Source: an optimization exercise on an open RTL-to-GDS flow (aim: small area). Production flows keep margins and buffers that such runs may drop.
No functional check of the RTL was part of any run shown here.
Power figures rest on the tool's default switching activity, not on a simulated workload.

`flow/config.mk`:
```
export PLATFORM = sky130hd
export DESIGN_NAME = motor_channel
export DESIGN_NICKNAME = motor_channel
export VERILOG_FILES = /design/flow/design.v
export SDC_FILE = /design/flow/constraint.sdc
export NUM_CORES = 4
export LEC_CHECK = 0
export CAP_MARGIN = 20
export CORE_MARGIN = 2
export CORE_UTILIZATION = 40
export SLEW_MARGIN = 20
```
`flow/constraint.sdc`:
```
create_clock -name core_clock -period 20.0 [get_ports {fpga_clk_50}]
set_input_delay 4.0000 -clock core_clock [delete_from_list [all_inputs] [get_ports {fpga_clk_50}]]
set_output_delay 4.0000 -clock core_clock [all_outputs]
set_load 0.01 [all_outputs]
```
`flow/design.v`:
```
`default_nettype none
package motor_pkg;
	typedef struct packed {
		logic a;
		logic b;
	} quad_t;
	typedef struct packed {
		logic [7:0]            rpm;   
		logic [1:0]            dir;   
		logic [17-1:0] kp;
		logic [17-1:0] ki;
		logic [17-1:0] kd;
	} ctrl_cmd_t;
	typedef struct packed {
		logic signed [16-1:0] setpoint;
		logic [17-1:0]         kp;
		logic [17-1:0]         ki;
		logic [17-1:0]         kd;
	} ctrl_set_t;
	typedef struct packed {
		logic [8-1:0] duty;
		logic                  fwd;
		logic                  rev;
	} drive_t;
endpackage
`default_nettype wire
`default_nettype none
`timescale 1ns/1ps
module quad_debounce
(
	input  wire             fpga_clk_50,
	input  wire             hps_fpga_reset_n,
	input  motor_pkg::quad_t enc,         
	output motor_pkg::quad_t enc_clean    
);
	localparam int DEB = 8;
	localparam int CW  = $clog2(DEB + 1);
	motor_pkg::quad_t           sync_1;            
	motor_pkg::quad_t           sync_2;
	motor_pkg::quad_t           sample_q;          
	logic [CW-1:0]   stable_cnt;        
	always_ff @(posedge fpga_clk_50 or negedge hps_fpga_reset_n)
	begin
		if (!hps_fpga_reset_n)
		begin
			sync_1     <= '0;
			sync_2     <= '0;
			sample_q   <= '0;
			stable_cnt <= '0;
			enc_clean  <= '0;
		end
		else
		begin
			sync_1   <= enc;
			sync_2   <= sync_1;
			sample_q <= sync_2;
			if (sync_2 != sample_q)
				stable_cnt <= '0;                   
			else if (stable_cnt != CW'(DEB))
				stable_cnt <= stable_cnt + 1'b1;    
			if (stable_cnt == CW'(DEB))
				enc_clean <= sample_q;              
		end
	end
endmodule
`default_nettype wire
`default_nettype none
`timescale 1ns/1ps
module quad_decoder
(
	input  wire                             fpga_clk_50,
	input  wire                             hps_fpga_reset_n,
	input  motor_pkg::quad_t                enc_clean,
	output logic signed [32-1:0]   count,
	output logic                            inc,         
	output logic                            dec          
);
	motor_pkg::quad_t      prev;        
	logic [3:0] step;        
	assign step = {prev, enc_clean};
	always_comb
	begin
		inc = 1'b0;
		dec = 1'b0;
		case (step)
			4'b00_01, 4'b01_11, 4'b11_10, 4'b10_00:
				inc = 1'b1;
			4'b01_00, 4'b11_01, 4'b10_11, 4'b00_10:
				dec = 1'b1;
			default:
				;                    
		endcase
	end
	always_ff @(posedge fpga_clk_50 or negedge hps_fpga_reset_n)
	begin
		if (!hps_fpga_reset_n)
		begin
			prev  <= '0;
			count <= '0;
		end
		else
		begin
			prev <= enc_clean;
			if (inc)
				count <= count + 1'b1;
			else if (dec)
				count <= count - 1'b1;    
		end
	end
endmodule
`default_nettype wire
`default_nettype none
`timescale 1ns/1ps
module speed_meter
(
	input  wire                             fpga_clk_50,
	input  wire                             hps_fpga_reset_n,
	input  wire                             inc,
	input  wire                             dec,
	output logic [11:0]                     tick,       
	output logic signed [9:0]               speed,
	output logic                            armed       
);
	logic                  strobe;
	logic signed [9:0]     delta;      
	logic signed [9:0]     step;
	assign strobe = &tick;
	assign step   = inc ? 10'sd1 : (dec ? -10'sd1 : 10'sd0);
	always_ff @(posedge fpga_clk_50 or negedge hps_fpga_reset_n)
	begin
		if (!hps_fpga_reset_n)
		begin
			tick  <= '0;
			delta <= '0;
			speed <= '0;
			armed <= 1'b0;
		end
		else
		begin
			tick <= tick + 1'b1;
			if (strobe)
			begin
				delta <= step;
				speed <= delta;
				armed <= 1'b1;
			end
			else
				delta <= delta + step;
		end
	end
endmodule
`default_nettype wire
`default_nettype none
`timescale 1ns/1ps
module cmd_port
(
	input  wire                   fpga_clk_50,
	input  wire                   hps_fpga_reset_n,
	input  wire                   cmd_req,
	input  motor_pkg::ctrl_cmd_t  cmd,
	output logic                  cmd_ack,
	output logic [7:0]            sp_mag,      
	output logic                  sp_neg,      
	output logic [17-1:0] kp,
	output logic [17-1:0] ki,
	output logic [17-1:0] kd
);
	logic req_s1, req_s2;    
	always_ff @(posedge fpga_clk_50 or negedge hps_fpga_reset_n)
	begin
		if (!hps_fpga_reset_n)
		begin
			req_s1  <= 1'b0;
			req_s2  <= 1'b0;
			cmd_ack <= 1'b0;
			sp_mag  <= '0;
			sp_neg  <= 1'b0;
			kp      <= '0;
			ki      <= '0;
			kd      <= '0;
		end
		else
		begin
			req_s1  <= cmd_req;
			req_s2  <= req_s1;
			cmd_ack <= req_s2;
			if (req_s2 && !cmd_ack)
			begin
				sp_mag <= cmd.rpm & {8{cmd.dir[0]}};
				sp_neg <= cmd.dir[1];
				kp     <= cmd.kp;
				ki     <= cmd.ki;
				kd     <= cmd.kd;
			end
		end
	end
endmodule
`default_nettype wire
`default_nettype none
`timescale 1ns/1ps
module pid_regulator
(
	input  wire                             fpga_clk_50,
	input  wire                             hps_fpga_reset_n,
	input  wire [11:0]                      tick,
	input  wire                             armed,
	input  wire [7:0]                       sp_mag,
	input  wire                             sp_neg,
	input  wire [17-1:0]            kp,
	input  wire [17-1:0]            ki,
	input  wire [17-1:0]            kd,
	input  wire signed [9:0]                speed,
	output logic [8-1:0]           duty,
	output logic                            fwd,
	output logic                            rev
);
	localparam int RW = 15;
	localparam int NW = 53;        
	logic signed [12:0]   integ;
	logic signed [10:0]   err_q;
	logic signed [10:0]   err_n;
	logic signed [RW-1:0] R;
	logic [NW-1:0]        W;
	logic [1:0]           ph;      
	logic                 dly;     
	logic                 cy;      
	logic [6:0]  t;
	logic        act, t0, t1, t2, t3, t57, last;
	logic        g, s;
	logic [RW-1:0] a, b, sum;
	logic        cin;
	logic signed [12:0] integ_c;
	logic [RW-1:0] speed_x, integ_x, errq_x, errn_x;
	assign speed_x = {{(RW-10){speed[9]}}, speed};
	assign integ_x = {{(RW-13){integ[12]}}, integ};
	assign errq_x  = {{(RW-11){err_q[10]}}, err_q};
	assign errn_x  = {{(RW-11){err_n[10]}}, err_n};
	assign t    = tick[6:0];
	assign act  = armed && (tick[11:7] == 5'd0);
	assign t0   = act && (t == 7'd0);
	assign t1   = act && (t == 7'd1);
	assign t2   = act && (t == 7'd2);
	assign t3   = act && (t == 7'd3);
	assign t57  = act && (t == 7'd57);
	assign last = (t >= 7'd54);
	assign g = W[0] & ~last;
	assign s = g ^ dly ^ cy;
	always_comb
	begin
		a   = (t0 || t3) ? '0 : R;
		b   = '0;
		cin = 1'b0;
		if (t0)
		begin
			b   = {{(RW-8){1'b0}}, sp_mag} ^ {RW{sp_neg}};
			cin = sp_neg;
		end
		else if (t1)
		begin
			b   = ~speed_x;
			cin = 1'b1;
		end
		else if (t2)
			b = integ_x;
		else
		begin
			case (ph)
				2'd0:    b = g ? integ_x : '0;
				2'd1:
				begin
					b   = g ? ~errq_x : '0;
					cin = g;
				end
				default: b = s ? errn_x : '0;
			endcase
		end
		sum = a + b + {{(RW-1){1'b0}}, cin};
	end
	always_comb
	begin
		if ($signed(sum) > 4095)
			integ_c = 13'sd4095;
		else if ($signed(sum) < -4095)
			integ_c = -13'sd4095;
		else
			integ_c = sum[12:0];
	end
	logic [9:0]  ulo;
	logic        un, sat;
	logic [7:0]  mag;
	always_comb
	begin
		for (int j = 0; j < 10; j++)
			ulo[j] = W[1 + 3 * (j + 8)];
		un = R[RW-1];
		if (!un)
		begin
			sat = (|R) || (|ulo[9:8]);
			mag = ulo[7:0];
		end
		else
		begin
			sat = !((&R) && (&ulo[9:8])) || (ulo[7:0] == 8'd0);
			mag = ~ulo[7:0] + 8'd1;
		end
	end
	always_ff @(posedge fpga_clk_50)
	begin
		R   <= (ph == 2'd2) ? {sum[RW-1], sum[RW-1:1]} : sum;
		ph  <= (&tick || ph == 2'd2) ? 2'd0 : ph + 2'd1;
		dly <= g;
		cy  <= t0 ? 1'b0 : ((ph == 2'd2) ? ((g & dly) | (g & cy) | (dly & cy)) : cy);
		if (t1)
			err_n <= sum[10:0];
		if (t0)
		begin
			W[1:0] <= 2'b00;
			for (int j = 0; j < 17; j++)
			begin
				W[2 + 3 * j] <= ki[j];
				W[3 + 3 * j] <= kd[j];
				W[4 + 3 * j] <= kp[j];
			end
		end
		else
			W <= {sum[0], W[NW-1:1]};
	end
	always_ff @(posedge fpga_clk_50 or negedge hps_fpga_reset_n)
	begin
		if (!hps_fpga_reset_n)
		begin
			integ <= '0;
			err_q <= '0;
			duty  <= '0;
			fwd   <= 1'b0;
			rev   <= 1'b0;
		end
		else
		begin
			if (t2)
				integ <= integ_c;
			if (t57)
			begin
				err_q <= err_n;
				duty  <= sat ? 8'hff : mag;
				fwd   <= !un && ((|R) || (|ulo));
				rev   <= un;
			end
		end
	end
endmodule
`default_nettype wire
`default_nettype none
`timescale 1ns/1ps
module pwm_driver
(
	input  wire                fpga_clk_50,
	input  wire                hps_fpga_reset_n,
	input  wire [7:0]          cnt,
	input  wire [7:0]          duty,
	output logic               pwm
);
	logic [7:0] duty_q;      
	always_ff @(posedge fpga_clk_50 or negedge hps_fpga_reset_n)
	begin
		if (!hps_fpga_reset_n)
		begin
			duty_q <= '0;
			pwm    <= 1'b0;
		end
		else
		begin
			if (&cnt)
				duty_q <= duty;         
			pwm <= (cnt < duty_q);
		end
	end
endmodule
`default_nettype wire
`default_nettype none
`timescale 1ns/1ps
module motor_channel
(
	input  wire                             fpga_clk_50,
	input  wire                             hps_fpga_reset_n,
	input  wire [1:0]                       enc,       
	input  wire                             cmd_req,
	input  wire [60:0]                      cmd,       
	output logic                            cmd_ack,
	output logic signed [32-1:0]   count,
	output logic signed [16-1:0]   speed,
	output logic [8-1:0]           duty,
	output logic                            fwd,
	output logic                            rev,
	output logic                            pwm
);
	motor_pkg::quad_t      enc_in;
	motor_pkg::ctrl_cmd_t  cmd_in;
	motor_pkg::quad_t      enc_clean;
	logic                  inc, dec;
	logic [11:0]           tick;
	logic signed [9:0]     speed_s;
	logic                  armed;
	logic [7:0]            sp_mag;
	logic                  sp_neg;
	logic [17-1:0] kp, ki, kd;
	assign enc_in = enc;
	assign cmd_in = cmd;
	assign speed = {{(16-10){speed_s[9]}}, speed_s};
	quad_debounce u_quad_debounce (
		.fpga_clk_50 (fpga_clk_50), .hps_fpga_reset_n (hps_fpga_reset_n),
		.enc (enc_in), .enc_clean (enc_clean)
	);
	quad_decoder u_quad_decoder (
		.fpga_clk_50 (fpga_clk_50), .hps_fpga_reset_n (hps_fpga_reset_n),
		.enc_clean (enc_clean), .count (count), .inc (inc), .dec (dec)
	);
	speed_meter u_speed_meter (
		.fpga_clk_50 (fpga_clk_50), .hps_fpga_reset_n (hps_fpga_reset_n),
		.inc (inc), .dec (dec), .tick (tick), .speed (speed_s), .armed (armed)
	);
	cmd_port u_cmd_port (
		.fpga_clk_50 (fpga_clk_50), .hps_fpga_reset_n (hps_fpga_reset_n),
		.cmd_req (cmd_req), .cmd (cmd_in), .cmd_ack (cmd_ack),
		.sp_mag (sp_mag), .sp_neg (sp_neg), .kp (kp), .ki (ki), .kd (kd)
	);
	pid_regulator u_pid_regulator (
		.fpga_clk_50 (fpga_clk_50), .hps_fpga_reset_n (hps_fpga_reset_n),
		.tick (tick), .armed (armed), .sp_mag (sp_mag), .sp_neg (sp_neg),
		.kp (kp), .ki (ki), .kd (kd), .speed (speed_s),
		.duty (duty), .fwd (fwd), .rev (rev)
	);
	pwm_driver u_pwm_driver (
		.fpga_clk_50 (fpga_clk_50), .hps_fpga_reset_n (hps_fpga_reset_n),
		.cnt (tick[7:0]), .duty (duty), .pwm (pwm)
	);
endmodule
`default_nettype wire
```
`flow/run.sh`:
```
#!/bin/bash
# synth_recipe.tcl (not shown) runs the flow's synth.tcl, then flattens the netlist and writes it again
# the make line also repeats each setting of config.mk as NAME=value (left out here)
make -C /OpenROAD-flow-scripts/flow DESIGN_CONFIG=/design/flow/config.mk WORK_HOME=/design/flow/orfs CLKGATE_MAP_FILE= SYNTH_SCRIPT=/design/flow/synth_recipe.tcl finish
```
==> impl_metrics.csv, run 1 <==
group,metric,value,unit
placed_design,dp_hpwl,21500,um
die,initial_utilization,40.9,%
routing,vias_per_cell,5.05,
clocking,path_clk_slew,0.06,ns
synthesis,synth_edf_count,11,
synthesis,synth_top_area_share,35.7,%
critical_path,worstPathArrival,6.39,ns
run,maxCapViolCount,0,
synthesis,netlist-cell-type-count,69,
sta,worst_pin_slew,0.935,ns
die,core_area,31700,um2
cells_and_area,final_cell_area,15500,um2
sta,rsz0062_at_grt,"no",
synthesis,synth.top_cells.by_count,"433 x nand2_1, 185 x dfrtp_1, 74 x a21oi_1, 72 x dfxtp_1, 70 x nor2_1",
clocking,ctsHtreeMaxLevel,1,
critical_path,rrSetupSlack,14.04,ns
critical_path,crit_type,"reg2reg",
clocking,clock_latency,0.55,ns
synthesis,synth_area,13000,um2
sta,fin_crit,5.96,ns
critical_path,cpPeakStageDelay,0.47,ns
synthesis,yosys.area.top_type,"dfrtp_1",
sta,hold_violations,0,
synthesis,syn_nets,1556,
grt,grt_pass1_wl,49800,um
cells_and_area,fin_nets,1658,
critical_path,critical_path.top_delay_family,"compound AO/OA/AOI/OAI gates",
grt,antenna_found_initial,0,
synthesis,synth_seq_area_share,49.4,%
synthesis,synth_top_cells_by_area,"dfrtp_1 36%, nand2_1 13%, dfxtp_1 11%",
cells_and_area,finalNonFillerCells,1944,
placed_design,placedCellCount,1887,
pwr,pwr_density_cell,89.6,nW/um2
sta,maxSlewViolCount,0,
hold_path,hold_depth,0,
sta,fin_crit_sh,29.8,%
clocking,cts_tree,"built",
run_status,outcome,"timing/DRC/antenna clean",
clocking,cts_buffers,30,
critical_path,cp-start-kind,"register",
cells_and_area,antenna_cells,0,
critical_path,critPathMaxFanout,12,
synthesis,yosysWarnings,6,
sta,skew,0.0124,ns
critical_path,worstReg2RegEnd,"u_pid_regulator.integ[3]",
sta,setup_viol,0,
grt,gr-total-overflow,0,
synthesis,synth.most_common_cell,"nand2_1",
routing,vias,9814,
critical_path,cp.required,20.43,ns
clocking,cts_setup_buffers,0,
placed_design,placed_cell_area,14500,um2
critical_path,worst_path_most_repeated_cell,"fa_1",
critical_path,crit_chain,"inv_1 -> ha_1 -> o21ai_0 -> a21oi_1 -> nor2b_1 -> fa_1 -> and3_1 -> a22oi_1 -> o211ai_1 -> a31oi_1 -> fa_1 -> inv_1 -> fa_1 -> a21o_1 -> a211oi_2 -> a21oi_2 -> or4_1 -> or4_1 -> nor4_1 -> a31oi_1 -> a31o_2 -> a221o_2",
die,rows,65,
clocking,clockBufferDepth,3,
synthesis,ys_ff_latch,268,
routing,wl_per_cell,15.6,um
placed_design,routabilityCongestion,0.892,
hold_path,hp-start,"u_cmd_port.req_s1",
die,dieArea,33900,um2
hold_path,hold_path_class,"reg2reg",
pwr,ir_drop,0.0000763,V
critical_path,path_buf_inv,2,
synthesis,yosys_most_used_dff,"dfrtp_1",
synthesis,syn_area_per_cell,9.16,um2
critical_path,r2r_start,"u_speed_meter.tick[0]",
grt,grt_max_degree,66,
clocking,cts_resized,0,
die,die-height,184,um
placed_design,port_buffers,125,
sta,fmax,168,MHz
clocking,root_buffer,"clkbuf_16",
sta,fin_tns_setup,0,ns
synthesis,async_flop_share,69.0,%
critical_path,reg2regPathDepth,22,
pwr,leakagePower,7.38,nW
critical_path,slowest_stage,"fa_1",
routing,drc,0,
routing,wl,30400,um
synthesis,syn_inst,1416,
routing,firstDrtPassIters,5,
clocking,cts_hold_buf,0,
sta,relSlewSlack,37.7,%
cells_and_area,drive_above_1_share,6.87,%
critical_path,worstSetupEndpointType,"register",
routing,drtAntennaViolNets,0,
die,pin_count,126,
hold_path,hold-path-endpoint,"u_cmd_port.req_s2",
grt,grt_util_all_layers,18.1,%
clocking,cts_sinks,268,
grt,grt_pass1_vias,9699,
die,die_w,184,um
cells_and_area,area_delta_synth_final,19.9,%
routing,drtIter0Drc,582,
## how the worst max path moves through the flow
stage | startpoint | endpoint | slack (ns) | depth (start not counted)
after floorplan | u_speed_meter.tick[0] | u_pid_regulator.integ[10] | 14.54 | 24
after global placement | u_speed_meter.tick[0] | u_pid_regulator.integ[2] | 14.16 | 22
after detailed placement | u_speed_meter.tick[0] | u_pid_regulator.integ[3] | 14.05 | 22
after CTS | u_speed_meter.tick[0] | u_pid_regulator.integ[2] | 14.04 | 22
after global routing | u_speed_meter.tick[0] | u_pid_regulator.integ[2] | 13.58 | 22
final | u_speed_meter.tick[0] | u_pid_regulator.integ[3] | 14.04 | 22
## sequential cells by signal, indices dropped and copies added, names as in the netlist, 12 cells and up
| register | count |
|---|---|
| u_cmd_port.kd | 17 |
| u_cmd_port.ki | 17 |
| u_cmd_port.kp | 17 |
| u_pid_regulator.R | 15 |
| u_pid_regulator.W | 53 |
| u_pid_regulator.integ | 13 |
| u_quad_decoder.count | 32 |
| u_speed_meter.tick | 12 |
## power by group
part           internal (mW)  total, mW  leakage (nW)  switching, mW
sequential             0.567      0.585          3.11         0.0184
clock                  0.318      0.536         0.488          0.218
combinational          0.134      0.272          3.78          0.137
total                   1.02       1.39          7.38          0.373
## metrics by stage
stage / total power, mW / worst slack (ns) / hold slack [ns] / util, %
global route: 1.47 / 13.58 / 0.375 / 49.0
floorplan: 0.792 / 14.54 / 0.331 / -
detailed placement: 0.867 / 14.05 / 0.336 / 45.8
global placement: 0.866 / 14.16 / 0.334 / 45.8
finish: 1.39 / 14.04 / 0.351 / 49.0
CTS: 1.41 / 14.04 / 0.354 / 48.9
## layer usage
layer / vias to the layer above / GRT usage, % / wire length, um
met1: 4611 / 25.2 / 14400
li1: 4972 / - / -
met4: 0 / 4.03 / 470
met5: - / 0 / 0
met3: 33 / 2.56 / 1340
met2: 198 / 30.1 / 14200
## worst reg2reg max path: cells and delay by family, from the launching register on
family / cells / cell delay, ns
compound gates: 11 / 2.26
simple gates: 5 / 1.63
buf+inv: 2 / 0.17
fa+ha+maj: 4 / 1.37
flops: 1 / 0.40
## final cells by class
class                      instances  area (um2)
clock buffer                      45         888
timing repair buffer             136        1360
fill                            3020       16200
multi-input combinational       1045        6170
clock inverter                    11        83.8
sequential                       268        6400
tap                              402         503
inverter                          37         139
## cell usage in the layout (no fill, tap or decap), types with 18 or more instances in the layout
| cell | count |
|---|---|
| a21o_1 | 21 |
| a21oi_1 | 74 |
| and2_1 | 18 |
| clkbuf_16 | 31 |
| clkdlybuf4s50_1 | 124 |
| dfrtp_1 | 185 |
| dfxtp_1 | 72 |
| ha_1 | 69 |
| inv_1 | 36 |
| mux2_2 | 20 |
| nand2_1 | 432 |
| nand3_1 | 24 |
| nor2_1 | 70 |
| o21ai_0 | 66 |
| xnor2_1 | 46 |
| xor2_1 | 34 |
## kinds of logic after synthesis
kind of cell,Yosys count,synth area share (%)
simple gates,610,19.7
flops,268,49.4
compound gates,254,12.5
buf+inv,103,3.22
xor+xnor,81,5.53
fa+ha+maj,74,7.43
mux,26,2.20
==> run 2: changes to the inputs <==
==> flow/flow/run.sh (new file) <==
#!/bin/bash
# standard layout, with the port buffers made of the smallest buffer cell
cp standard.sh standard_copy.txt
export BUFFER_PORTS_ARGS="-buffer_cell sky130_fd_sc_hd__buf_1"
bash standard.sh > standard.log 2>&1
==> flow/standard.sh (new file) <==
#!/bin/bash
# synth_recipe.tcl (not shown) runs the flow's synth.tcl, then flattens the netlist and writes it again
# the make line also repeats each setting of config.mk as NAME=value (left out here)
make -C /OpenROAD-flow-scripts/flow DESIGN_CONFIG=/design/flow/config.mk WORK_HOME=/design/flow/orfs CLKGATE_MAP_FILE= SYNTH_SCRIPT=/design/flow/synth_recipe.tcl "${@:-finish}"
--- a/flow/config.mk
+++ b/flow/config.mk
@@ -9,3 +9,4 @@
 export CORE_MARGIN = 2
 export CORE_UTILIZATION = 40
+export CTS_BUF_LIST = sky130_fd_sc_hd__clkbuf_4
 export SLEW_MARGIN = 20
removed: flow/run.sh
==> run 2 against run 1 <==
Effect of this change: non-clock buffer count down 1; final area down 5.2%; sequential share of layout area up 2.3 points; critical path type unchanged; highest routed layer unchanged; critical path depth unchanged; sequential power about the same; largest cell class unchanged; worst hold slack better by 0.00052 ns; fmax down 1.3%; via count up 3.6%; combinational power down 6%; still clean.
==> impl_metrics.csv, run 2 <==
group,metric,value,unit
run_status,outcome,"timing/DRC/antenna clean",
pwr,pwr_density_cell,91.1,nW/um2
critical_path,critPathMaxFanout,12,
pwr,internal_power,0.952,mW
sta,worst_slack,13.96,ns
clocking,path_clk_slew,0.07,ns
critical_path,worstSetupEndpointType,"register",
placed_design,placedCellCount,1887,
clocking,clockBufferDepth,3,
critical_path,worst_path_most_repeated_cell,"fa_1",
sta,holdWs,0.352,ns
die,core_area,31700,um2
grt,grt_use_met1,24.4,%
grt,grt_max_degree,66,
routing,drc,0,
pwr,p_switching,0.389,mW
routing,wl,30400,um
die,die-height,184,um
sta,maxSlewViolCount,0,
critical_path,worstPathArrival,6.60,ns
synthesis,netlist-cell-type-count,69,
placed_design,place_ws,13.99,ns
pwr,leakagePower,7.15,nW
synthesis,ys_ff_latch,268,
cells_and_area,drive_above_1_share,11.1,%
critical_path,cp.required,20.56,ns
critical_path,crit_type,"reg2reg",
cells_and_area,reg.largest.list,"u_pid_regulator.W x53, u_quad_decoder.count x32",
synthesis,syn_nets,1556,
critical_path,slowest_stage,"fa_1",
placed_design,dp_hpwl,20900,um
sta,skew,0.0836,ns
grt,gr-total-overflow,0,
cells_and_area,area_delta_synth_final,13.6,%
routing,vias,10200,
pwr,ir_drop,0.0000623,V
run,maxCapViolCount,0,
cells_and_area,final_common_cell,"nand2_1",
clocking,ctsHtreeMaxLevel,3,
clocking,cts_hold_buf,0,
grt,top_usage_layer,"met2",
cells_and_area,final_cell_area,14700,um2
clocking,root_buffer,"clkbuf_4",
cells_and_area,fin_nets,1701,
die,dieArea,33900,um2
routing,drtIter0Drc,578,
routing,drtAntennaViolNets,0,
synthesis,synth_edf_count,11,
pwr,power_switching_share,29.0,%
cells_and_area,top_register,"u_pid_regulator.W",
synthesis,yosys_most_used_dff,"dfrtp_1",
grt,grt_pass1_wl,49900,um
grt,grt.met3_usage,4.06,%
sta,relSlewSlack,31.9,%
grt,grt_pass1_vias,10000,
synthesis,synth_seq_area_share,49.4,%
grt,antenna_found_initial,1,
pwr,power,1.34,mW
critical_path,cpPeakStageDelay,0.48,ns
cells_and_area,largest_reg_flops,53,
synthesis,yosysWarnings,6,
synthesis,synth_top_area_share,35.7,%
sta,fmax,166,MHz
clocking,clock_latency,0.70,ns
routing,firstDrtPassIters,5,
pwr,comb_power_share,19.1,%
synthesis,synth_top_cells_by_area,"dfrtp_1 36%, nand2_1 13%, dfxtp_1 11%",
clocking,cts_setup_buffers,0,
placed_design,placed_cell_area,13800,um2
clocking,cts_sinks,268,
synthesis,syn_area_per_cell,9.16,um2
clocking,cts_buffers,74,
sta,setup_viol,0,
sta,worst_pin_slew,1.02,ns
pwr,clkPwrFrac,37.3,%
critical_path,crit_chain,"inv_1 -> ha_1 -> o21ai_0 -> a21oi_1 -> nor2b_1 -> fa_1 -> and3_1 -> a22oi_1 -> o211ai_1 -> a31oi_1 -> fa_1 -> inv_1 -> fa_1 -> a21o_1 -> a211oi_2 -> a21oi_2 -> or4_1 -> or4_1 -> nor4_1 -> a31oi_1 -> a31o_2 -> a221o_2",
die,initial_utilization,40.9,%
grt,grt_util_all_layers,18.3,%
die,pin_count,126,
critical_path,rrSetupSlack,13.96,ns
routing,wl_per_cell,15.1,um
synthesis,synth.top_cells.by_count,"433 x nand2_1, 185 x dfrtp_1, 74 x a21oi_1, 72 x dfxtp_1, 70 x nor2_1",
sta,fin_tns_setup,0,ns
pwr,sequentialPowerShare,43.5,%
die,rows,65,
grt,met2_usage,29.3,%
cells_and_area,final_cell_mix,"432 x nand2_1, 185 x dfrtp_1, 124 x buf_1, 118 x clkbuf_4, 74 x a21oi_1",
synthesis,synth_area,13000,um2
placed_design,port_buffers,125,
cells_and_area,utilization,46.4,%
synthesis,yosys.area.top_type,"dfrtp_1",
critical_path,cp-start-kind,"register",
hold_path,hold_path_class,"reg2reg",
sta,hold_violations,0,
routing,vias_per_cell,5.03,
cells_and_area,finalNonFillerCells,2022,
sta,fin_crit_sh,30.2,%
die,die_w,184,um
placed_design,routabilityCongestion,0.829,
synthesis,async_flop_share,69.0,%
clocking,cts_tree,"built",
sta,rsz0062_at_grt,"no",
synthesis,synth.most_common_cell,"nand2_1",
synthesis,syn_inst,1416,
clocking,cts_resized,0,
sta,fin_crit,6.04,ns
[run 2: logic make-up (layout without fill, tap and decap cells)]
kind of cell	Yosys count	after routing	synth area share, %
adders and majority gates	74	74	7.43
AOI/OAI and AO/OA	254	254	12.5
DFF	268	268	49.4
and+or+nand+nor	610	610	19.7
xor gates and xnor gates	81	81	5.53
buffers and inverters	103	306	3.22
other	0	1	0
muxes	26	26	2.20
[run 2: layout make-up]
type	instances	area (um2)
fill	3145	17000
sequential	268	6400
multi-input combinational	1045	6170
clock buffer	117	878
timing repair buffer	135	548
tap	402	503
inverter	37	139
clock inverter	17	88.8
antenna	1	2.50
[run 2: power groups by stage]
stage	combinational [mW]	clock [mW]	sequential (mW)
finish	0.257	0.500	0.584
global route	0.292	0.547	0.587
CTS	0.259	0.520	0.584
detailed placement	0.257	0	0.595
global placement	0.255	0	0.594
floorplan	0.200	0	0.592
[run 2: path summary, 6_finish.rpt]
kind	start	depth (start not counted)	endpoint
setup / recovery	u_speed_meter.tick[0]	22	u_pid_regulator.integ[2]
min in group asynchronous	hps_fpga_reset_n	1	u_cmd_port.sp_mag[2]
hold / removal	u_quad_debounce.sync_1[0]	0	u_quad_debounce.sync_2[0]
setup reg to reg	u_speed_meter.tick[0]	22	u_pid_regulator.integ[2]
max in group asynchronous	hps_fpga_reset_n	2	u_cmd_port.ki[8]
hold reg to reg	u_quad_debounce.sync_1[0]	0	u_quad_debounce.sync_2[0]
[run 2: worst max-delay path, delay by kind of cell, from the launching register on]
family                     cells  cell delay, ns
AOI/OAI and AO/OA             11            2.26
and+or+nand+nor                5            1.66
adders and majority gates      4            1.41
DFF                            1            0.41
buffers and inverters          2            0.17
[run 2: routing by layer]
| layer | routed length [um] | vias up |
|---|---|---|
| met4 | 587 | 0 |
| met3 | 1450 | 53 |
| met2 | 14200 | 209 |
| li1 | - | 5101 |
| met5 | 0 | - |
| met1 | 14200 | 4806 |
==> run 3: changes to the inputs <==
--- a/flow/design.v
+++ b/flow/design.v
@@ -78,5 +78,16 @@
 	motor_pkg::quad_t      prev;        
 	logic [3:0] step;        
+	logic [32:0]   cy;       
+	logic [32-1:0] tgl;
 	assign step = {prev, enc_clean};
+	assign cy[0] = inc | dec;
+	genvar gi;
+	generate
+		for (gi = 0; gi < 32; gi++)
+		begin : g_chain
+			assign tgl[gi]    = cy[gi];
+			assign cy[gi + 1] = cy[gi] & (count[gi] ^ dec);
+		end
+	endgenerate
 	always_comb
 	begin
@@ -101,9 +112,6 @@
 		else
 		begin
-			prev <= enc_clean;
-			if (inc)
-				count <= count + 1'b1;
-			else if (dec)
-				count <= count - 1'b1;    
+			prev  <= enc_clean;
+			count <= count ^ tgl;     
 		end
 	end
@@ -124,7 +132,22 @@
 	logic                  strobe;
 	logic signed [9:0]     delta;      
-	logic signed [9:0]     step;
+	logic [9:0]            dbase;      
+	logic [10:0]           dcy;
+	logic [11:0]           tcy;
 	assign strobe = &tick;
-	assign step   = inc ? 10'sd1 : (dec ? -10'sd1 : 10'sd0);
+	assign dbase  = strobe ? 10'd0 : delta;
+	assign dcy[0] = inc | dec;
+	assign tcy[0] = 1'b1;
+	genvar gi;
+	generate
+		for (gi = 0; gi < 10; gi++)
+		begin : g_dchain
+			assign dcy[gi + 1] = dcy[gi] & (dbase[gi] ^ dec);
+		end
+		for (gi = 0; gi < 11; gi++)
+		begin : g_tchain
+			assign tcy[gi + 1] = tcy[gi] & tick[gi];
+		end
+	endgenerate
 	always_ff @(posedge fpga_clk_50 or negedge hps_fpga_reset_n)
 	begin
@@ -138,13 +161,11 @@
 		else
 		begin
-			tick <= tick + 1'b1;
+			tick  <= tick ^ tcy;
+			delta <= dbase ^ dcy[9:0];
 			if (strobe)
 			begin
-				delta <= step;
 				speed <= delta;
 				armed <= 1'b1;
 			end
-			else
-				delta <= delta + step;
 		end
 	end
@@ -164,5 +185,6 @@
 	output logic [17-1:0] kp,
 	output logic [17-1:0] ki,
-	output logic [17-1:0] kd
+	output logic [17-1:0] kd,
+	output logic                  gv           
 );
 	logic req_s1, req_s2;    
@@ -176,7 +198,5 @@
 			sp_mag  <= '0;
 			sp_neg  <= 1'b0;
-			kp      <= '0;
-			ki      <= '0;
-			kd      <= '0;
+			gv      <= 1'b0;
 		end
 		else
@@ -189,10 +209,17 @@
 				sp_mag <= cmd.rpm & {8{cmd.dir[0]}};
 				sp_neg <= cmd.dir[1];
-				kp     <= cmd.kp;
-				ki     <= cmd.ki;
-				kd     <= cmd.kd;
+				gv     <= 1'b1;
 			end
 		end
 	end
+	always_ff @(posedge fpga_clk_50)
+	begin
+		if (req_s2 && !cmd_ack)
+		begin
+			kp <= cmd.kp;
+			ki <= cmd.ki;
+			kd <= cmd.kd;
+		end
+	end
 endmodule
 `default_nettype wire
@@ -210,4 +237,5 @@
 	input  wire [17-1:0]            ki,
 	input  wire [17-1:0]            kd,
+	input  wire                             gv,
 	input  wire signed [9:0]                speed,
 	output logic [8-1:0]           duty,
@@ -318,7 +346,7 @@
 			for (int j = 0; j < 17; j++)
 			begin
-				W[2 + 3 * j] <= ki[j];
-				W[3 + 3 * j] <= kd[j];
-				W[4 + 3 * j] <= kp[j];
+				W[2 + 3 * j] <= ki[j] & gv;
+				W[3 + 3 * j] <= kd[j] & gv;
+				W[4 + 3 * j] <= kp[j] & gv;
 			end
 		end
@@ -405,4 +433,5 @@
 	logic                  sp_neg;
 	logic [17-1:0] kp, ki, kd;
+	logic                  gv;
 	assign enc_in = enc;
 	assign cmd_in = cmd;
@@ -423,10 +452,10 @@
 		.fpga_clk_50 (fpga_clk_50), .hps_fpga_reset_n (hps_fpga_reset_n),
 		.cmd_req (cmd_req), .cmd (cmd_in), .cmd_ack (cmd_ack),
-		.sp_mag (sp_mag), .sp_neg (sp_neg), .kp (kp), .ki (ki), .kd (kd)
+		.sp_mag (sp_mag), .sp_neg (sp_neg), .kp (kp), .ki (ki), .kd (kd), .gv (gv)
 	);
 	pid_regulator u_pid_regulator (
 		.fpga_clk_50 (fpga_clk_50), .hps_fpga_reset_n (hps_fpga_reset_n),
 		.tick (tick), .armed (armed), .sp_mag (sp_mag), .sp_neg (sp_neg),
-		.kp (kp), .ki (ki), .kd (kd), .speed (speed_s),
+		.kp (kp), .ki (ki), .kd (kd), .gv (gv), .speed (speed_s),
 		.duty (duty), .fwd (fwd), .rev (rev)
 	);
--- a/flow/config.mk
+++ b/flow/config.mk
@@ -9,4 +9,6 @@
 export CORE_MARGIN = 2
 export CORE_UTILIZATION = 40
-export CTS_BUF_LIST = sky130_fd_sc_hd__clkbuf_4
+export CTS_BUF_LIST = sky130_fd_sc_hd__clkbuf_8
+export CTS_CLUSTER_DIAMETER = 50
+export CTS_CLUSTER_SIZE = 12
 export SLEW_MARGIN = 20
==> run 3 against run 2 <==
Effect of this change: still clean on timing, DRC and antenna; die area down 6.3%; worst hold slack worse by 0.0099 ns; non-clock buffer count up 2; final cell count down 16%; core utilization down 0.66 points; sequential share of layout area up 5.7 points; clock skew down 0.052 ns; sequential power down 1%; global-route usage down 0.94 points; fmax down 5.8%.
==> impl_metrics.csv, run 3 <==
group,metric,value,unit
synthesis,synth_area,12100,um2
placed_design,dp_hpwl,18500,um
grt,grt_pass1_wl,43900,um
critical_path,crit_type,"reg2reg",
critical_path,crit_start,"u_speed_meter.tick[0]",
pwr,ir_drop,0.0000512,V
clocking,cts_buffers,34,
routing,firstDrtPassIters,5,
sta,maxSlewViolCount,0,
grt,antenna_found_initial,0,
run_status,outcome,"timing/DRC/antenna clean",
die,dieArea,31700,um2
pwr,sequentialPowerShare,58.4,%
pwr,leakagePower,5.84,nW
synthesis,netlist-cell-type-count,71,
die,pin_count,126,
synthesis,synth_top_area_share,27.9,%
synthesis,yosys.area.top_type,"dfrtp_1",
sta,setup_viol,0,
sta,relSlewSlack,31.8,%
clocking,cts_tree,"built",
sta,fin_crit,6.41,ns
cells_and_area,final_cell_mix,"205 x nand2_1, 135 x dfrtp_1, 124 x buf_1, 72 x dfxtp_1",
cells_and_area,area_delta_synth_final,12.2,%
clocking,cts_resized,0,
cells_and_area,largest_reg_flops,53,
synthesis,muxShareOfSynthArea,2.35,%
synthesis,synth_simple_gate_area_share,17.3,%
critical_path,r2r_start,"u_speed_meter.tick[0]",
sta,fmax,156,MHz
cells_and_area,fin_nets,1398,
cells_and_area,fillers,2850,
clocking,root_buffer,"clkbuf_8",
die,die-height,178,um
grt,grt_util_all_layers,17.4,%
critical_path,worstPathArrival,6.85,ns
die,rows,63,
cells_and_area,top_register,"u_pid_regulator.W",
synthesis,synth.top_cells.by_count,"206 x nand2_1, 135 x dfrtp_1, 72 x dfxtp_1, 67 x nor2_1, 66 x nand3_1",
hold_path,hp-start,"u_quad_debounce.sync_1[1]",
routing,drc,0,
grt,gr-total-overflow,0,
routing,drtIter0Drc,619,
sta,skew,0.0317,ns
synthesis,synth_top_family_by_area,"simple AND/OR/NAND/NOR gates",
synthesis,synth_xor_area_share,5.83,%
cells_and_area,regArea,6680,um2
sta,worst_slack,13.59,ns
synthesis,synth.most_common_cell,"nand2_1",
routing,wl_per_cell,15.5,um
synthesis,async_flop_share,50.2,%
synthesis,synth_fa_ha_area_share,4.52,%
pwr,pwr_density_cell,72.7,nW/um2
hold_path,hold_path_class,"reg2reg",
routing,vias_per_cell,5.13,
grt,grt_max_degree,79,
clocking,clockBufferDepth,3,
clocking,cts_hold_buf,0,
synthesis,synth_top_cells_by_area,"dfrtp_1 28%, edfxtp_1 15%, dfxtp_1 12%",
routing,wl,26500,um
hold_path,hold_depth,0,
critical_path,cp-start-kind,"register",
pwr,comb_power_share,2.7,%
clocking,cts_setup_buffers,0,
synthesis,synth_edf_count,62,
cells_and_area,antenna_cells,0,
pwr,internal_power,0.765,mW
cells_and_area,utilization,45.8,%
cells_and_area,multi_input_area,5110,um2
critical_path,worstSetupEndpointType,"register",
die,core_area,29700,um2
sta,holdWs,0.342,ns
cells_and_area,final_cell_area,13600,um2
routing,drtAntennaViolNets,0,
routing,vias,8734,
critical_path,critPathMaxFanout,11,
sta,hold_violations,0,
critical_path,cp.required,20.45,ns
synthesis,synth-compound-area-share,11.8,%
clocking,path_clk_slew,0.07,ns
cells_and_area,drive_above_1_share,8.38,%
placed_design,port_buffers,125,
clocking,clock_latency,0.53,ns
cells_and_area,reg.largest.list,"u_pid_regulator.W x53, u_quad_decoder.count x32",
synthesis,synth_seq_area_share,55.1,%
cells_and_area,final_common_cell,"nand2_1",
pwr,clkPwrFrac,39.0,%
placed_design,place_ws,13.69,ns
synthesis,ys_ff_latch,269,
run,maxCapViolCount,0,
synthesis,syn_nets,1284,
grt,grt_pass1_vias,8460,
synthesis,syn_area_per_cell,10.3,um2
sta,fin_crit_sh,32.0,%
die,initial_utilization,40.8,%
placed_design,placed_cell_area,12900,um2
synthesis,yosys_most_used_dff,"dfrtp_1",
clocking,ctsHtreeMaxLevel,2,
synthesis,yosysWarnings,6,
pwr,p_switching,0.224,mW
sta,rsz0062_at_grt,"no",
critical_path,reg2regPathDepth,24,
pwr,power_switching_share,22.7,%
sta,worst_pin_slew,1.02,ns
placed_design,routabilityCongestion,0.899,
synthesis,syn_inst,1176,
clocking,cts_sinks,269,
die,die_w,178,um
sta,fin_tns_setup,0,ns
## run 3: worst paths after layout
check                      slack (ns)                        end
min in group asynchronous        3.50  u_quad_debounce.sync_2[1]
max in group asynchronous       15.23   u_pid_regulator.err_q[6]
hold / removal                   0.34  u_quad_debounce.sync_2[1]
setup / recovery                13.59   u_pid_regulator.integ[0]
hold reg to reg                  0.34  u_quad_debounce.sync_2[1]
setup reg to reg                13.59   u_pid_regulator.integ[0]
## run 3: final cells by class
type / instances / share of cell area (%)
repair buffers: 137 / 4.22
inverters: 31 / 0.855
clock inverters: 22 / 0.947
clock buffers: 37 / 3.74
well taps: 390 / 3.59
flip-flops and latches: 269 / 49.1
multi-input cells: 817 / 37.5
## run 3: cells by family after synthesis
family                     count (synthesis)
muxes                                     26
DFF                                      269
adders and majority gates                 42
AOI/OAI and AO/OA                        218
and+or+nand+nor                          452
xor gates and xnor gates                  79
buffers and inverters                     90
## run 3: metal layers
metal | wire length (um) | share of wire (%) | GRT usage (%)
met4 | 731 | 2.8 | 6.01
met5 | 0 | 0 | 0
met1 | 12600 | 47 | 24.4
met3 | 1550 | 5.9 | 3.82
met2 | 11600 | 44 | 26.5
## run 3: metrics by stage
| step | power [mW] | std cells |
|---|---|---|
| after floorplan | 0.599 | 1176 |
| after global placement | 0.615 | 1643 |
| after detailed placement | 0.615 | 1643 |
| after CTS | 1.00 | 1702 |
| after global routing | 1.03 | 1703 |
| final | 0.989 | 1703 |
## run 3: critical path: stages, from the launching register on
cell      delay, ns
dfrtp_1        0.39
inv_1          0.09
ha_1           0.20
or3_1          0.38
a21oi_1        0.37
fa_1           0.46
nor3b_1        0.15
buf_4          0.18
nand2_1        0.07
o21ai_0        0.10
a21oi_1        0.16
o21ba_2        0.17
nor2_1         0.09
a221oi_1       0.08
fa_1           0.49
fa_1           0.43
a211o_1        0.34
o21a_1         0.14
xnor2_1        0.24
inv_1          0.13
nor4_1         0.27
and4_1         0.25
a311oi_1       0.11
o21ai_1        0.75
o22a_1         0.26
## run 3: power by group through the flow
stage | registers, mW | logic, mW | clock network [mW]
after detailed placement | 0.589 | 0.0267 | 0
after global placement | 0.588 | 0.0267 | 0
after CTS | 0.577 | 0.0270 | 0.400
after global routing | 0.578 | 0.0307 | 0.426
final | 0.577 | 0.0263 | 0.385
after floorplan | 0.585 | 0.0141 | 0
==> run 4: changes to the inputs <==
--- a/flow/config.mk
+++ b/flow/config.mk
@@ -10,5 +10,5 @@
 export CORE_UTILIZATION = 40
 export CTS_BUF_LIST = sky130_fd_sc_hd__clkbuf_8
-export CTS_CLUSTER_DIAMETER = 50
-export CTS_CLUSTER_SIZE = 12
+export CTS_CLUSTER_DIAMETER = 60
+export CTS_CLUSTER_SIZE = 20
 export SLEW_MARGIN = 20
==> run 4 against run 3 <==
Effect of this change: synthesized cell count did not move; register-to-register slack lost 0.02 ns; fmax down 0.28%; clock power down 1%; critical path type unchanged; via count shrank 0.30%; clock skew about the same; wire length shrank 0.31%; largest cell class unchanged; largest power group unchanged; sequential share of layout area is 0.13 points higher; still clean on timing, DRC and antenna.
==> impl_metrics.csv, run 4 <==
group,metric,value,unit
cells_and_area,multi_input_area,5110,um2
routing,firstDrtPassIters,5,
routing,drc,0,
clocking,root_buffer,"clkbuf_8",
sta,holdWs,0.358,ns
synthesis,synth.top_cells.by_count,"206 x nand2_1, 135 x dfrtp_1, 72 x dfxtp_1, 67 x nor2_1, 66 x nand3_1",
grt,grt_pass1_vias,8381,
sta,worst_slack,13.58,ns
cells_and_area,final_cell_mix,"205 x nand2_1, 135 x dfrtp_1, 124 x buf_1, 72 x dfxtp_1",
pwr,pwr_density_cell,72.5,nW/um2
synthesis,syn_area_per_cell,10.3,um2
synthesis,yosys_most_used_dff,"dfrtp_1",
pwr,ir_drop,0.0000791,V
critical_path,worstSetupEndpointType,"register",
sta,fin_crit_sh,32.1,%
grt,gr-total-overflow,0,
sta,maxSlewViolCount,0,
grt,antenna_found_initial,0,
cells_and_area,regArea,6680,um2
clocking,cts_resized,0,
synthesis,ys_ff_latch,269,
clocking,cts_sinks,269,
synthesis,yosysWarnings,6,
synthesis,synth_top_cells_by_area,"dfrtp_1 28%, edfxtp_1 15%, dfxtp_1 12%",
routing,vias,8708,
routing,vias_per_cell,5.14,
synthesis,synth.most_common_cell,"nand2_1",
synthesis,netlist-cell-type-count,71,
placed_design,place_ws,13.69,ns
placed_design,routabilityCongestion,0.899,
synthesis,async_flop_share,50.2,%
synthesis,syn_inst,1176,
clocking,cts_hold_buf,0,
synthesis,synth_edf_count,62,
cells_and_area,fillers,2826,
hold_path,hold_path_class,"reg2reg",
cells_and_area,finalNonFillerCells,1693,
sta,rsz0062_at_grt,"no",
synthesis,synth_seq_area_share,55.1,%
cells_and_area,top_register,"u_pid_regulator.W",
cells_and_area,area_delta_synth_final,11.9,%
die,rows,63,
die,pin_count,126,
sta,hold_violations,0,
die,dieArea,31700,um2
critical_path,critPathMaxFanout,11,
cells_and_area,reg.largest.list,"u_pid_regulator.W x53, u_quad_decoder.count x32",
sta,skew,0.0315,ns
die,core_area,29700,um2
grt,grt_max_degree,79,
cells_and_area,largest_reg_flops,53,
sta,fin_tns_setup,0,ns
sta,relSlewSlack,31.9,%
synthesis,synth_area,12100,um2
routing,drtIter0Drc,660,
cells_and_area,fin_nets,1390,
pwr,leakagePower,5.75,nW
critical_path,cp.required,20.52,ns
clocking,clockBufferDepth,3,
routing,drtAntennaViolNets,0,
grt,grt_pass1_wl,43800,um
run,maxCapViolCount,0,
sta,fmax,156,MHz
grt,grt_util_all_layers,17.1,%
critical_path,crit_type,"reg2reg",
clocking,cts_buffers,27,
synthesis,synth_top_area_share,27.9,%
critical_path,worstPathArrival,6.94,ns
die,die_w,178,um
cells_and_area,antenna_cells,0,
clocking,cts_setup_buffers,0,
sta,fin_crit,6.42,ns
synthesis,yosys.area.top_type,"dfrtp_1",
cells_and_area,drive_above_1_share,8.75,%
die,initial_utilization,40.8,%
clocking,clock_latency,0.59,ns
clocking,cts_tree,"built",
sta,setup_viol,0,
run_status,outcome,"timing/DRC/antenna clean",
clocking,ctsHtreeMaxLevel,1,
routing,wl,26400,um
sta,worst_pin_slew,1.02,ns
cells_and_area,final_common_cell,"nand2_1",
placed_design,port_buffers,125,
clocking,path_clk_slew,0.11,ns
placed_design,dp_hpwl,18500,um
critical_path,cp-start-kind,"register",
placed_design,placedCellCount,1643,
die,die-height,178,um
synthesis,syn_nets,1284,
routing,wl_per_cell,15.6,um
run 4: per-layer routing:
metal  vias up  wire length, um  track usage, %
met4         0              650            4.64
met1      4129            12700            24.4
met5         -                0               0
met2       211            11700            26.7
met3        46             1420            3.35
li1       4322                -               -
run 4: final cells by class:
type                            count  share of cell area, %
Timing Repair Buffer              136                   4.12
Inverter                           31                  0.858
Clock inverter                     23                   1.79
Multi-Input combinational cell    817                   37.7
Clock buffer                       27                   2.74
Tap cell                          390                   3.60
Sequential cell                   269                   49.2
run 4: kinds of logic after synthesis:
kind of cell    after synthesis  share of synthesized area (%)
buf+inv                      90                           3.09
mux                          26                           2.35
xor+xnor                     79                           5.83
compound gates              218                           11.8
simple gates                452                           17.3
fa+ha+maj                    42                           4.52
flops                       269                           55.1
run 4: worst max-delay path, stage by stage, from the launching register on:
cell and delay [ns]:
dfrtp_1 0.41, inv_1 0.09, ha_1 0.20, or3_1 0.38, a21oi_1 0.37, fa_1 0.46, nor3b_1 0.15, buf_4 0.18
nand2_1 0.07, o21ai_0 0.10, a21oi_1 0.15, o21ba_2 0.17, nor2_1 0.08, a221oi_1 0.08, fa_1 0.49, fa_1 0.43
a211o_1 0.35, o21a_1 0.14, xnor2_1 0.24, inv_1 0.13, nor4_1 0.28, and4_1 0.26, a311oi_1 0.12, o21ai_1 0.77
o22a_1 0.26
run 4: through the flow:
| step | total power, mW | utilization, % | area, um2 |
|---|---|---|---|
| finish | 0.984 | 45.7 | 13600 |
| global route | 1.03 | 45.7 | 13600 |
| CTS | 0.996 | 45.6 | 13600 |
| detailed placement | 0.615 | 43.6 | 12900 |
| global placement | 0.615 | 43.6 | 12900 |
| floorplan | 0.599 | - | 12100 |
run 4: path summary, 6_finish.rpt:
path,startpoint,endpoint,slack [ns],depth (start not counted)
worst max-delay path,u_speed_meter.tick[0],u_pid_regulator.integ[0],13.58,24
worst min-delay path,u_quad_debounce.sync_1[0],u_quad_debounce.sync_2[0],0.36,0
worst max register to register,u_speed_meter.tick[0],u_pid_regulator.integ[0],13.58,24
worst min register to register,u_quad_debounce.sync_1[0],u_quad_debounce.sync_2[0],0.36,0
max in group asynchronous,hps_fpga_reset_n,u_pid_regulator.integ[6],15.31,2
min in group asynchronous,hps_fpga_reset_n,u_cmd_port.req_s1,3.43,1
run 4: power by group:
group | switching (mW) | internal, mW | leakage [nW]
clock | 0.225 | 0.156 | 0.292
combinational | 0.0159 | 0.0103 | 2.49
sequential | 0.00815 | 0.569 | 2.97
total | 0.249 | 0.735 | 5.75
==> run 5: changes to the inputs <==
--- a/flow/config.mk
+++ b/flow/config.mk
@@ -9,6 +9,6 @@
 export CORE_MARGIN = 2
 export CORE_UTILIZATION = 40
-export CTS_BUF_LIST = sky130_fd_sc_hd__clkbuf_8
+export CTS_BUF_LIST = sky130_fd_sc_hd__clkbuf_16
 export CTS_CLUSTER_DIAMETER = 60
-export CTS_CLUSTER_SIZE = 20
+export CTS_CLUSTER_SIZE = 16
 export SLEW_MARGIN = 20
==> run 5 against run 4 <==
Effect of this change: still clean; total power is 12% higher; count of clock-buffer cells in the layout up 1; fmax is 0.12% lower; final area is 2.2% higher; global-route usage grew 0.061 points; critical endpoint unchanged; largest power group unchanged; highest routed layer unchanged.
==> impl_metrics.csv, run 5 <==
group,metric,value,unit
routing,dr_wl_met2,11600,um
die,die-height,178,um
clocking,clockBufferDepth,3,
placed_design,placed_cell_area,12900,um2
die,core_area,29700,um2
synthesis,yosysWarnings,6,
cells_and_area,finalNonFillerCells,1694,
cells_and_area,final_cell_mix,"205 x nand2_1, 135 x dfrtp_1, 124 x buf_1, 72 x dfxtp_1",
critical_path,reg2regPathDepth,24,
synthesis,syn_inst,1176,
clocking,cts_resized,0,
sta,holdWs,0.348,ns
hold_path,hold_depth,0,
sta,fin_crit,6.43,ns
routing,vias_per_cell,5.11,
hold_path,hp-start,"u_quad_debounce.sync_1[1]",
die,dieArea,31700,um2
synthesis,synth.most_common_cell,"nand2_1",
sta,hold_violations,0,
pwr,ir_drop,0.0000726,V
synthesis,synth.top_cells.by_count,"206 x nand2_1, 135 x dfrtp_1, 72 x dfxtp_1, 67 x nor2_1, 66 x nand3_1",
grt,grt_max_degree,79,
placed_design,routabilityCongestion,0.899,
synthesis,synth_edf_count,62,
synthesis,yosys.area.top_type,"dfrtp_1",
routing,firstDrtPassIters,6,
cells_and_area,drive_above_1_share,8.51,%
hold_path,hold_path_class,"reg2reg",
die,initial_utilization,40.8,%
synthesis,synth_area,12100,um2
cells_and_area,fillers,2792,
grt,antenna_found_initial,0,
routing,drtIter0Drc,669,
clocking,cts_tree,"built",
run_status,outcome,"timing/DRC/antenna clean",
sta,relSlewSlack,31.7,%
clocking,root_buffer,"clkbuf_16",
critical_path,worstSetupEndpointType,"register",
run,maxCapViolCount,0,
sta,fin_tns_setup,0,ns
clocking,cts_hold_buf,0,
clocking,clock_latency,0.54,ns
die,die_w,178,um
routing,wl_met3,1480,um
placed_design,dp_hpwl,18500,um
critical_path,rrSetupSlack,13.57,ns
placed_design,placedCellCount,1643,
critical_path,worstPathArrival,6.91,ns
routing,drc,0,
critical_path,cpPeakStageDelay,0.76,ns
clocking,cts_sinks,269,
synthesis,ys_ff_latch,269,
grt,gr-total-overflow,0,
cells_and_area,reg.largest.list,"u_pid_regulator.W x53, u_quad_decoder.count x32",
critical_path,critPathMaxFanout,11,
critical_path,crit_type,"reg2reg",
routing,wl_per_cell,15.5,um
synthesis,yosys_most_used_dff,"dfrtp_1",
cells_and_area,antenna_cells,0,
sta,rsz0062_at_grt,"no",
synthesis,synth_seq_area_share,55.1,%
pwr,leakagePower,5.91,nW
clocking,cts_buffers,27,
sta,skew,0.0139,ns
sta,setup_viol,0,
critical_path,worst_path_most_repeated_cell,"fa_1",
cells_and_area,top_register,"u_pid_regulator.W",
cells_and_area,fin_nets,1391,
sta,fmax,155,MHz
synthesis,syn_nets,1284,
grt,grt_pass1_wl,43800,um
grt,grt_pass1_vias,8431,
routing,highest_layer,"met4",
cells_and_area,final_common_cell,"nand2_1",
synthesis,async_flop_share,50.2,%
clocking,cts_setup_buffers,0,
critical_path,worstReg2RegEnd,"u_pid_regulator.integ[0]",
critical_path,slowest_stage,"o21ai_1",
clocking,path_clk_slew,0.07,ns
routing,drtAntennaViolNets,0,
die,pin_count,126,
cells_and_area,largest_reg_flops,53,
critical_path,cp-start-kind,"register",
routing,wl,26300,um
clocking,ctsHtreeMaxLevel,1,
routing,vias,8664,
grt,grt_util_all_layers,17.2,%
synthesis,netlist-cell-type-count,71,
cells_and_area,final_cell_area,13900,um2
critical_path,crit_chain,"inv_1 -> ha_1 -> or3_1 -> a21oi_1 -> fa_1 -> nor3b_1 -> buf_4 -> nand2_1 -> o21ai_0 -> a21oi_1 -> o21ba_2 -> nor2_1 -> a221oi_1 -> fa_1 -> fa_1 -> a211o_1 -> o21a_1 -> xnor2_1 -> inv_1 -> nor4_1 -> and4_1 -> a311oi_1 -> o21ai_1 -> o22a_1",
pwr,pwr_density_cell,79.6,nW/um2
critical_path,cp.required,20.48,ns
cells_and_area,area_delta_synth_final,14.4,%
routing,wl_met1,12500,um
sta,maxSlewViolCount,0,
sta,worst_pin_slew,1.02,ns
sta,fin_crit_sh,32.2,%
hold_path,hold-path-endpoint,"u_quad_debounce.sync_2[1]",
synthesis,synth_top_area_share,27.9,%
synthesis,synth_top_cells_by_area,"dfrtp_1 28%, edfxtp_1 15%, dfxtp_1 12%",
die,rows,63,
synthesis,syn_area_per_cell,10.3,um2
pwr,power,1.10,mW
critical_path,r2r_start,"u_speed_meter.tick[0]",
placed_design,port_buffers,125,
## run 5: changes by cell type in the layout (fill, tap and decap cells not counted), sizes merged
cell	delta
clkinvlp	-1
buf	+1
clkbuf	+1
clkinv	-2
inv	+2
## run 5: per-stage QoR
step / utilization [%] / setup slack, ns
after CTS: 46.5 / 13.62
after detailed placement: 43.6 / 13.69
final: 46.7 / 13.57
after floorplan: - / 14.64
after global routing: 46.7 / 13.19
after global placement: 43.6 / 13.80
## run 5: layer usage
layer,global-route usage (%),vias to the layer above
li1,-,4329
met1,24.3,4068
met2,26.6,210
met3,3.47,57
met4,5.19,0
met5,0,-
## run 5: kinds of logic after synthesis
group	synth area share (%)
compound gates	11.8
xor+xnor	5.83
fa+ha+maj	4.52
buf+inv	3.09
flops	55.1
mux	2.35
simple gates	17.3
## run 5: power breakdown
| part | switching [mW] | internal (mW) | total, mW |
|---|---|---|---|
| logic | 0.0158 | 0.0103 | 0.0261 |
| registers | 0.00818 | 0.569 | 0.577 |
| clock network | 0.226 | 0.274 | 0.500 |
| total | 0.250 | 0.853 | 1.10 |
## run 5: worst max-delay path: cells and delay by family, from the launching register on
family | cells | cell delay (ns)
DFF | 1 | 0.39
xor gates and xnor gates | 1 | 0.24
and+or+nand+nor | 6 | 1.23
adders and majority gates | 4 | 1.57
buffers and inverters | 3 | 0.40
AOI/OAI and AO/OA | 10 | 2.51
## run 5: final cells by class
cell class                 instances  area [um2]  area share [%]
multi-input combinational        817        5110            36.8
clock buffer                      28         701            5.05
sequential                       269        6680            48.2
inverter                          31         116           0.839
tap                              390         488            3.52
timing repair buffer             137         587            4.23
clock inverter                    22         184            1.33
## run 5: worst max path at each step
| stage | startpoint | to | slack (ns) | cells after the start |
|---|---|---|---|---|
| 2_1_floorplan | u_speed_meter.tick[0] | u_pid_regulator.integ[11] | 14.64 | 23 |
| 3_3_place_gp | u_speed_meter.tick[0] | u_pid_regulator.integ[0] | 13.80 | 24 |
| 3_5_place_dp | u_speed_meter.tick[0] | u_pid_regulator.integ[0] | 13.69 | 24 |
| 4_1_cts | u_speed_meter.tick[0] | u_pid_regulator.integ[0] | 13.62 | 24 |
| 5_1_grt | u_speed_meter.tick[0] | u_pid_regulator.integ[0] | 13.19 | 24 |
| 6_report | u_speed_meter.tick[0] | u_pid_regulator.integ[0] | 13.57 | 24 |
==> run 6: changes to the inputs <==
--- a/flow/config.mk
+++ b/flow/config.mk
@@ -10,5 +10,5 @@
 export CORE_UTILIZATION = 40
 export CTS_BUF_LIST = sky130_fd_sc_hd__clkbuf_16
-export CTS_CLUSTER_DIAMETER = 60
-export CTS_CLUSTER_SIZE = 16
+export CTS_CLUSTER_DIAMETER = 80
+export CTS_CLUSTER_SIZE = 30
 export SLEW_MARGIN = 20
==> run 6 against run 5 <==
Effect of this change: global-route usage is 0.32 points lower; first-iteration DRC count is 0.90% lower; final area is 3.2% lower; worst hold slack better by 0.0062 ns; fmax is 0.64% higher; sequential power hardly changed; sequential share of layout area is 1.6 points higher; synthesized cell count stayed put.
==> impl_metrics.csv, run 6 <==
group,metric,value,unit
synthesis,synth_seq_area_share,55.1,%
die,rows,63,
synthesis,ys_ff_latch,269,
synthesis,synth.most_common_cell,"nand2_1",
pwr,sequentialPowerShare,61.6,%
critical_path,cpPeakStageDelay,0.76,ns
clocking,cts_setup_buffers,0,
grt,grt_max_degree,79,
synthesis,synth.top_cells.by_count,"206 x nand2_1, 135 x dfrtp_1, 72 x dfxtp_1, 67 x nor2_1, 66 x nand3_1",
cells_and_area,reg.largest.list,"u_pid_regulator.W x53, u_quad_decoder.count x32",
die,initial_utilization,40.8,%
routing,drc,0,
hold_path,hp-start,"u_quad_debounce.sync_1[1]",
sta,worst_pin_slew,1.02,ns
synthesis,syn_nets,1284,
pwr,pwr_density_cell,69.8,nW/um2
die,dieArea,31700,um2
placed_design,placedCellCount,1643,
synthesis,synth_top_cells_by_area,"dfrtp_1 28%, edfxtp_1 15%, dfxtp_1 12%",
cells_and_area,drive_above_1_share,6.81,%
routing,vias_per_cell,5.16,
die,die_w,178,um
critical_path,crit_chain,"inv_1 -> ha_1 -> or3_1 -> a21oi_1 -> fa_1 -> nor3b_1 -> buf_4 -> nand2_1 -> o21ai_0 -> a21oi_1 -> o21ba_2 -> nor2_1 -> a221oi_1 -> fa_1 -> fa_1 -> a211o_1 -> o21a_1 -> xnor2_1 -> inv_1 -> nor4_1 -> and4_1 -> a311oi_1 -> o21ai_1 -> o22a_1",
synthesis,synth_area,12100,um2
critical_path,reg2regPathDepth,24,
cells_and_area,antenna_cells,0,
hold_path,hold-path-endpoint,"u_quad_debounce.sync_2[1]",
sta,hold_violations,0,
grt,grt_pass1_vias,8239,
critical_path,worst_path_most_repeated_cell,"fa_1",
clocking,cts_tree,"built",
cells_and_area,largest_reg_flops,53,
routing,firstDrtPassIters,5,
critical_path,crit_type,"reg2reg",
synthesis,synth_edf_count,62,
grt,grt_pass1_wl,43100,um
synthesis,yosys.area.top_type,"dfrtp_1",
cells_and_area,final_common_cell,"nand2_1",
critical_path,critical_path.top_delay_family,"compound AO/OA/AOI/OAI gates",
critical_path,worstSetupEndpointType,"register",
synthesis,yosys_most_used_dff,"dfrtp_1",
grt,gr-total-overflow,0,
routing,vias,8607,
sta,setup_viol,0,
critical_path,r2r_start,"u_speed_meter.tick[0]",
cells_and_area,regArea,6680,um2
placed_design,port_buffers,125,
pwr,comb_power_share,2.8,%
cells_and_area,top_register,"u_pid_regulator.W",
die,pin_count,126,
sta,fin_tns_setup,0,ns
pwr,power,0.937,mW
pwr,ir_drop,0.0000731,V
synthesis,yosysWarnings,6,
clocking,cts_buffers,15,
sta,fin_crit,6.39,ns
critical_path,cp-start-kind,"register",
run,maxCapViolCount,0,
routing,drtAntennaViolNets,0,
sta,maxSlewViolCount,0,
grt,grt_util_all_layers,16.9,%
routing,wl,25900,um
pwr,power_switching_share,22.7,%
critical_path,worstPathArrival,6.83,ns
clocking,cts_sinks,269,
clocking,clock_latency,0.49,ns
clocking,clockBufferDepth,3,
placed_design,dp_hpwl,18500,um
critical_path,worstReg2RegEnd,"u_pid_regulator.integ[0]",
synthesis,netlist-cell-type-count,71,
sta,skew,0.0220,ns
hold_path,hold_path_class,"reg2reg",
die,core_area,29700,um2
clocking,cts_hold_buf,0,
synthesis,async_flop_share,50.2,%
clocking,path_clk_slew,0.10,ns
cells_and_area,fillers,2844,
pwr,leakagePower,5.69,nW
routing,drtIter0Drc,663,
hold_path,hold_depth,0,
cells_and_area,finalNonFillerCells,1668,
cells_and_area,multi_input_area,5110,um2
critical_path,path_buf_inv,3,
sta,fmax,156,MHz
sta,relSlewSlack,32.1,%
synthesis,synth_top_area_share,27.9,%
synthesis,syn_area_per_cell,10.3,um2
clocking,cts_resized,0,
critical_path,critPathMaxFanout,11,
run_status,outcome,"timing/DRC/antenna clean",
cells_and_area,area_delta_synth_final,10.7,%
pwr,p_switching,0.212,mW
clocking,root_buffer,"clkbuf_16",
cells_and_area,fin_nets,1378,
critical_path,rrSetupSlack,13.61,ns
critical_path,cp.required,20.44,ns
grt,antenna_found_initial,0,
cells_and_area,final_cell_mix,"205 x nand2_1, 135 x dfrtp_1, 124 x buf_1, 72 x dfxtp_1",
routing,wl_per_cell,15.5,um
placed_design,routabilityCongestion,0.899,
sta,fin_crit_sh,32.0,%
clocking,ctsHtreeMaxLevel,1,
sta,rsz0062_at_grt,"no",
synthesis,syn_inst,1176,
die,die-height,178,um
critical_path,slowest_stage,"o21ai_1",
pwr,clkPwrFrac,35.6,%
pwr,internal_power,0.725,mW
run 6: worst max path at each step:
stage	endpoint	cells after the start	slack, ns	from
6_report	u_pid_regulator.integ[0]	24	13.61	u_speed_meter.tick[0]
5_1_grt	u_pid_regulator.integ[11]	15	13.17	u_speed_meter.tick[2]
4_1_cts	u_pid_regulator.integ[0]	24	13.64	u_speed_meter.tick[0]
3_5_place_dp	u_pid_regulator.integ[0]	24	13.69	u_speed_meter.tick[0]
3_3_place_gp	u_pid_regulator.integ[0]	24	13.80	u_speed_meter.tick[0]
2_1_floorplan	u_pid_regulator.integ[11]	23	14.64	u_speed_meter.tick[0]
run 6: layout make-up:
type,instances,share of cell area (%)
Clock inverter,10,0.699
Multi-Input combinational cell,817,38.1
Inverter,31,0.867
Sequential cell,269,49.8
Clock buffer,15,2.80
Timing Repair Buffer,136,4.17
Tap cell,390,3.64
run 6: kinds of logic after synthesis:
kind of cell	share of synthesized area [%]
fa+ha+maj	4.52
mux	2.35
flops	55.1
simple gates	17.3
xor+xnor	5.83
buf+inv	3.09
compound gates	11.8
run 6: through the flow:
| step | cell area, um2 | hold WS (ns) | setup WS, ns | utilization (%) |
|---|---|---|---|---|
| 2_1_floorplan | 12100 | 0.331 | 14.64 | - |
| 5_1_grt | 13400 | 0.362 | 13.17 | 45.2 |
| 4_1_cts | 13400 | 0.358 | 13.64 | 45.1 |
| 6_report | 13400 | 0.355 | 13.61 | 45.2 |
| 3_3_place_gp | 12900 | 0.333 | 13.80 | 43.6 |
| 3_5_place_dp | 12900 | 0.337 | 13.69 | 43.6 |
run 6: per-layer routing:
metal | part of all wire (%) | GRT usage [%] | vias to the layer above
met5 | 0 | 0 | -
met4 | 2.9 | 4.88 | 0
met3 | 6.2 | 2.88 | 49
met2 | 44 | 26.1 | 227
met1 | 47 | 24.3 | 4052
li1 | - | - | 4279
run 6: power by group through the flow:
stage / combinational [mW] / clock (mW) / sequential (mW)
finish: 0.0261 / 0.334 / 0.577
global route: 0.0307 / 0.365 / 0.579
CTS: 0.0269 / 0.345 / 0.577
detailed placement: 0.0267 / 0 / 0.589
global placement: 0.0267 / 0 / 0.588
floorplan: 0.0141 / 0 / 0.585

==> separate check: timing with driven ports <==
Ports are ideal in the flow. The routed layouts listed here were re-timed in OpenROAD. Step 1 (the two cells are an assumption about what drives the block):
set clk [get_ports {fpga_clk_50}]
set_driving_cell -lib_cell sky130_fd_sc_hd__clkbuf_16 $clk
set_driving_cell -lib_cell sky130_fd_sc_hd__buf_2 [delete_from_list [all_inputs] $clk]
Step 2 moves the port delays by t, midway between the first and last clock arrival at a register: inputs arrive t later, outputs are due t later. That takes back most of the time a late clock gives input paths. a / b / c = no drivers / after step 1 / after step 2; a / b = the first two.
run	shift t [ns]	setup WS [ns]	clock arrival spread, ns	worst register clock-pin slew, ns	worst data-port slew with drivers (ns)
run 1	0.591	14.040 / 14.040 / 14.040	0.015 / 0.015	0.06 / 0.06	0.04
run 2	0.705	13.964 / 13.964 / 13.964	0.083 / 0.084	0.08 / 0.08	0.04
run 3	0.561	13.593 / 13.593 / 13.593	0.034 / 0.034	0.08 / 0.08	0.05
run 4	0.618	13.575 / 13.575 / 13.575	0.035 / 0.034	0.11 / 0.11	0.06
run 5	0.585	13.567 / 13.567 / 13.567	0.014 / 0.015	0.07 / 0.07	0.06
run 6	0.534	13.608 / 13.608 / 13.608	0.026 / 0.027	0.11 / 0.11	0.05
After both steps every run listed still meets setup and hold.
